Source: an optimization exercise on an open RTL-to-GDS flow (aim: small area). Production flows keep margins and buffers that such runs may drop. Function was checked by simulation only, so behaviour that the tests miss may differ from the original.

==> flow/design.v, too long to show whole: its modules and the start of the top module <==
// module fp_mul_pipeline: 1420 lines
// module fa_cell: 4 lines
// module ha_cell: 4 lines
// module bsel_cell: 4 lines
// module xnor_cell: 3 lines
// module or_cell: 3 lines
module fp_mul_pipeline (
  input  logic        clk,
  input  logic        rst_n,
  input  logic        valid_data_in,
  input  logic [31:0] in1,
  input  logic [31:0] in2,
  input  logic [2:0]  rounding_mode,
  output logic [31:0] out,
  output logic        overflow,
  output logic        underflow,
  output logic        inexact,
  output logic        invalid_operation,
  output logic        valid_data_out
);
  // ...
==> flow/flow/run.sh <==
#!/bin/bash
# Standard layout, with plain buf_1 cells as the port buffers and no dummy clock loads.
export BUFFER_PORTS_ARGS="-buffer_cell sky130_fd_sc_hd__buf_1"
export CTS_ARGS="-sink_clustering_enable -repair_clock_nets -buf_list sky130_fd_sc_hd__clkbuf_8 -dont_use_dummy_load"
bash standard.sh > standard.log 2>&1
==> flow/standard.sh <==
#!/bin/bash
# synth_recipe.tcl (not shown) runs the flow's synth.tcl, then flattens the netlist and writes it again
# the make line also repeats each setting of config.mk as NAME=value (left out here)
make -C /OpenROAD-flow-scripts/flow DESIGN_CONFIG=/design/flow/config.mk WORK_HOME=/design/flow/orfs CLKGATE_MAP_FILE= SYNTH_SCRIPT=/design/flow/synth_recipe.tcl "${@:-finish}"
==> flow/config.mk <==
export PLATFORM = sky130hd
export DESIGN_NAME = fp_mul_pipeline
export DESIGN_NICKNAME = fp_mul_pipeline
export VERILOG_FILES = /design/flow/design.v
export SDC_FILE = /design/flow/constraint.sdc
export NUM_CORES = 4
export LEC_CHECK = 0
export CAP_MARGIN = 5
export CORE_MARGIN = 2
export CORE_UTILIZATION = 60
export CTS_BUF_LIST = sky130_fd_sc_hd__clkbuf_8
export PLACE_DENSITY = 0.72
export SLEW_MARGIN = 5
export SYNTH_HIERARCHICAL = 1
export SYNTH_MINIMUM_KEEP_SIZE = 0
==> flow/constraint.sdc <==
create_clock -name core_clock -period 8.0 [get_ports {clk}]
set_input_delay 1.6000 -clock core_clock [delete_from_list [all_inputs] [get_ports {clk}]]
set_output_delay 1.6000 -clock core_clock [all_outputs]
set_load 0.01 [all_outputs]
==> summary.txt, run 1 <==
Cells and area
  – Most frequent cells in the layout: xnor2_1 (342), fa_1 (276), o22ai_1 (268), buf_1 (105), dfxtp_1 (89)
  – Diode count: 0
  – Number of flip-flops in the largest register: 32
  – Largest regs: out x32, pr2 x26
  – NonClk Buf Share: under 10%
  – Fin cells: 2325
  – Biggest register: out

Routing
  – Metal3 WL: 6210 um
  – Final antenna-violating net count: 0
  – WL final: 55400 um
  – WL met1: 21900 um

GRT
  – Total GRT Usage: between 30% and 40%
  – Initial antenna violation count: 0
  – Met1 Usage GRT: 48.9%
  – Vias in the first global route: between 15000 and 20000
  – Most heavily used metal layer in global routing: met2

Worst setup path
  – Crit path buf inv count: 2
  – Slowest cell on crit path: a21oi_1
  – Origin of the worst setup path: m2r[9]$_DFF_P_

Synthesis
  – Synthesized area: 18100 um^2
  – Top FF cell, synth: dfxtp_1
  – Compound-gate portion of the synthesized area: between 15 and 20%

Die
  – CORE AREA: 29600 um^2

Placement
  – Setup WS pre-CTS: 0.596 ns

Status
  – Status: finished clean

Clock network
  – TritonCTS clock tree: built
  – CTS resizes: 0
==> inputs of run 2 (changes only) <==
==> flow/flow/run.sh (replaced) <==
#!/bin/bash
# Standard layout, with plain buf_1 cells as the port buffers.
export BUFFER_PORTS_ARGS="-buffer_cell sky130_fd_sc_hd__buf_1"
bash standard.sh > standard.log 2>&1
--- a/flow/config.mk
+++ b/flow/config.mk
@@ -5,11 +5,11 @@
 export SDC_FILE = /design/flow/constraint.sdc
 export NUM_CORES = 4
 export LEC_CHECK = 0
-export CAP_MARGIN = 5
+export CAP_MARGIN = 20
 export CORE_MARGIN = 2
 export CORE_UTILIZATION = 60
 export CTS_BUF_LIST = sky130_fd_sc_hd__clkbuf_8
 export PLACE_DENSITY = 0.72
-export SLEW_MARGIN = 5
+export SLEW_MARGIN = 20
 export SYNTH_HIERARCHICAL = 1
 export SYNTH_MINIMUM_KEEP_SIZE = 0
==> summary.txt, run 2 <==
Status
  – Status: finished clean (unchanged)

STA
  – Fmax: 0.132 GHz (was 0.133 GHz)
  – Period utilisation layout: 94.4% (was 94.0%)
  – Hold Fails Final Rpt: 0 (unchanged)
  – Slew Viols, Final: 0 (unchanged)
  – Clock skew: 0.0182 ns (was 0.0305 ns)
  – Worst-margin pin slew: 1.09 ns (was 1.24 ns)
  – Total Neg Setup Slack: 0 ns (unchanged)
  – Hold slack final: 0.322 ns (was 0.325 ns)
  – Slew HR: 27.4% (was 16.7%)
  – RSZ-0062 raised after global routing: no (unchanged)
  – Setup-failing EPs final: 0 (unchanged)
  – Period minus WS final: 7.55 ns (was 7.52 ns)

GRT
  – Largest net degree at the start of global routing: 45 (unchanged)
  – Vias in the first global route: 15600 (was 15300)
  – Global-route wire length before repair: 87700 um (was 87200 um)
  – Total gr overflow: 0 (unchanged)
  – Initial antenna violation count: 1 (was 0)
  – Total GRT Usage: 36.5% (was 36.2%)

Worst setup path
  – Reg2Reg Setup Slack: 0.45 ns (was 0.48 ns)
  – CP Max Fanout: 24 (was 15)
  – Worst setup EP type: flop (unchanged)
  – Slowest stage delay, CP: 0.94 ns (was 0.57 ns)
  – Critical path arrival: 7.89 ns (was 7.87 ns)
  – RR Startpoint: nk1$_DFF_P_ (was m2r[9]$_DFF_P_)
  – Worst-path cell chain: nand2_1 -> buf_4 -> o22ai_1 -> xnor2_1 -> fa_1 -> fa_1 -> fa_1 -> fa_1 -> fa_1 -> ha_1 -> nand4_1 -> or2_2 -> a211oi_1 -> o21ai_0 -> a21oi_1 -> a22o_1 -> o41ai_1 -> fa_1 -> xnor2_1 -> xnor2_1 (was buf_4 -> nor2b_1 -> a21oi_1 -> buf_4 -> o22ai_1 -> xnor2_1 -> fa_1 -> fa_1 -> fa_1 -> fa_1 -> ha_1 -> nand4_1 -> a2111oi_0 -> o21ai_0 -> a211oi_1 -> o21ai_0 -> a21oi_1 -> a22o_1 -> o41ai_1 -> fa_1 -> xnor2_1 -> xnor2_1)
  – Type of origin of the critical path: flop (unchanged)
  – Slowest cell on crit path: dfxtp_1 (was a21oi_1)
  – Most frequent CP cell: fa_1 (unchanged)
  – Reg2Reg Depth: 20 (was 22)
  – RR Endpoint: pr2[25]$_DFF_P_ (unchanged)
  – Worst EP required: 8.34 ns (was 8.35 ns)
  – Critical path class: flop to flop (unchanged)

Clock network
  – Worst-path clk slew: 0.08 ns (was 0.07 ns)
  – # Post-CTS Setup Buffers: 0 (unchanged)
  – CTS Hold Bufs: 0 (unchanged)
  – Clk sinks: 139 (unchanged)
  – CTS resizes: 0 (unchanged)
  – Total CTS buffers: 17 (unchanged)
  – Root buffer cell: clkbuf_8 (unchanged)
  – H-Tree Depth: 4 (unchanged)
  – Clock buffer depth: 2 (unchanged)
  – TritonCTS clock tree: built (unchanged)
  – Worst-Skew Late Latency: 0.47 ns (was 0.45 ns)

Synthesis
  – Synth warnings: 7 (unchanged)
  – Post-synth top area share: 30.6% (unchanged)
  – Most common cell in the netlist: xnor2_1 (unchanged)
  – Post-synth top cells: xnor2_1 (352), fa_1 (276), o22ai_1 (268) (unchanged)
  – Synth Area per Inst: 10.2 um^2 (unchanged)
  – Top FF cell, synth: dfxtp_1 (unchanged)
  – Cells after Synth: 1769 (unchanged)
  – EDFF count, synth: 0 (unchanged)
  – Top cells by area, synth: fa_1 (31%), xnor2_1 (17%), dfxtp_1 (11%) (unchanged)
  – Async set or reset register ratio after synthesis: 28.1% (unchanged)
  – Yosys cell types: 74 (unchanged)
  – #FFs+latches synth: 139 (unchanged)
  – Synthesized area: 18100 um^2 (unchanged)
  – Post-synthesis sequential area ratio: 16.5% (unchanged)
  – Cell accounting for the most synthesized area: fa_1 (unchanged)

Placement
  – DP Area: 19400 um^2 (about the same)
  – Number of port buffers: 106 (unchanged)
  – Final Wtd Congestion: 0.980 (unchanged)
  – Post-DP HPWL: 42800 um (about the same)

Min path
  – Hold Path Origin: es1[3]$_SDFF_PN0_ (was es1[2]$_DFF_P_)
  – Cell count of the worst hold path: 0 (unchanged)
  – Min-Delay Path Class: flop to flop (unchanged)
  – Hold EP: es2[3]$_DFF_P_ (was es2[2]$_DFF_P_)

Cells and area
  – Biggest register: out (unchanged)
  – Fin nets: 2356 (was 2357)
  – Area growth syn-to-layout: 9.73% (was 8.79%)
  – Fraction of layout cells with a size suffix above 1: 8.26% (was 7.60%)
  – Diode count: 0 (unchanged)
  – Largest regs: out x32, pr2 x26 (unchanged)
  – Most frequent cells in the layout: xnor2_1 (342), fa_1 (276), o22ai_1 (268), buf_1 (105), dfxtp_1 (89) (unchanged)
  – Number of flip-flops in the largest register: 32 (unchanged)
  – Most common cell after layout, fill and taps aside: xnor2_1 (unchanged)
  – Design area: 19800 um^2 (was 19600 um^2)
  – Final core utilization: 66.8% (was 66.3%)

Die
  – Row count: 63 (unchanged)
  – CORE AREA: 29600 um^2 (unchanged)
  – Die height: 177 um (unchanged)
  – DIE WIDTH: 177 um (unchanged)
  – Starting Density: 60.9% (unchanged)
  – IO Pins: 107 (unchanged)
  – Die area: 31500 um^2 (unchanged)

Routing
  – Initial DRC count: 1622 (was 1801)
  – Drt wl/cell: 23.9 um (was 23.8 um)
  – Via density: 6.55 (was 6.54)
  – Final antenna-violating net count: 0 (unchanged)
  – DRC Markers: 0 (unchanged)
  – WL final: 55900 um (was 55400 um)
  – Drt pass-1 iters: 5 (was 6)
  – Vias: 15300 (was 15200)

Run
  – Max_cap viols: 0 (unchanged)
[run 2: cell counts after synthesis]
No cell type changed its count.
[run 2: modules after synthesis, one instance, submodules excluded]
module,times used,cells inside,cell area (um^2)
bsel_cell,264,1,6.26
xnor_cell,277,1,8.76
ha_cell,11,1,12.5
fp_mul_pipeline,1,931,8580
fa_cell,252,1,20.0
or_cell,34,1,6.26
[run 2: area by class of cell]
cell class              instances  area [um^2]
fillers                      2376         9830
flip-flops and latches        139         2990
clock buffers                  17          234
inverters                      61          229
well taps                     390          488
multi-input cells            1541        14800
repair buffers                176          925
clock inverters                15          161
[run 2: worst max path at each step]
stage / end / cells past startpoint / startpoint
after global placement: pr2[25]$_DFF_P_ / 22 / m2r[9]$_DFF_P_
after CTS: pr2[25]$_DFF_P_ / 20 / nk1$_DFF_P_
after detailed placement: pr2[25]$_DFF_P_ / 20 / nk1$_DFF_P_
final: pr2[25]$_DFF_P_ / 20 / nk1$_DFF_P_
after global routing: pr2[25]$_DFF_P_ / 19 / nk1$_DFF_P_
after floorplan: pr2[25]$_DFF_P_ / 23 / m2r[3]$_DFF_P_
[run 2: per-layer routing]
metal	part of all wire (%)	track usage, %
met5	0.023	0
met4	4.3	15.5
met3	11	9.02
met2	45	56.5
met1	39	49.0
[run 2: logic make-up (layout without fill, tap and decap cells)]
family | after synthesis | in the layout | synth area share, %
other cells | 1 | 5 | 0.0208
flops | 139 | 139 | 16.5
mux | 24 | 24 | 1.35
simple gates | 326 | 326 | 9.68
buf+inv | 93 | 269 | 2.25
xor+xnor | 379 | 379 | 18.4
compound gates | 457 | 457 | 16.0
fa+ha+maj | 350 | 350 | 35.7
[run 2: metrics by stage]
stage,cells,setup slack [ns]
floorplan,1773,0.0244
global placement,2307,0.689
detailed placement,2307,0.625
CTS,2339,0.601
global route,2339,0.0800
finish,2339,0.451
[run 2: worst max-delay path, delay by kind of cell, from the launching register on]
| family | cells | cell delay [ns] |
|---|---|---|
| buffers and inverters | 1 | 0.41 |
| AND/OR/NAND/NOR | 3 | 1.15 |
| AO/OA/AOI/OAI | 6 | 1.25 |
| XOR/XNOR | 3 | 0.43 |
| adder cells (fa/ha/maj) | 7 | 3.24 |
| flip-flops | 1 | 0.94 |

-- re-timing with driven ports --
No port has a modelled driver above. Below, the same layouts with a new extraction and two added sets of constraints.
Step 1 assumes that a clkbuf_16 drives the clock port and a buf_2 every other input.
Step 2 also shifts input and output timing later by t, the mid clock arrival at the registers, as if the neighbouring blocks saw the same clock.
Slacks: no drivers / after step 1 / after step 2; pairs: no drivers / after step 1.
run	shift t [ns]	setup slack, ns	hold WS [ns]	worst setup path at the end	latest minus earliest clock arrival (ns)
run 1	0.475	0.479 / 0.479 / 0.479	0.325 / 0.325 / 0.325	register to register	0.030 / 0.031
run 2	0.498	0.451 / 0.451 / 0.451	0.322 / 0.322 / 0.322	register to register	0.019 / 0.019
After both steps every run listed still meets setup and hold.
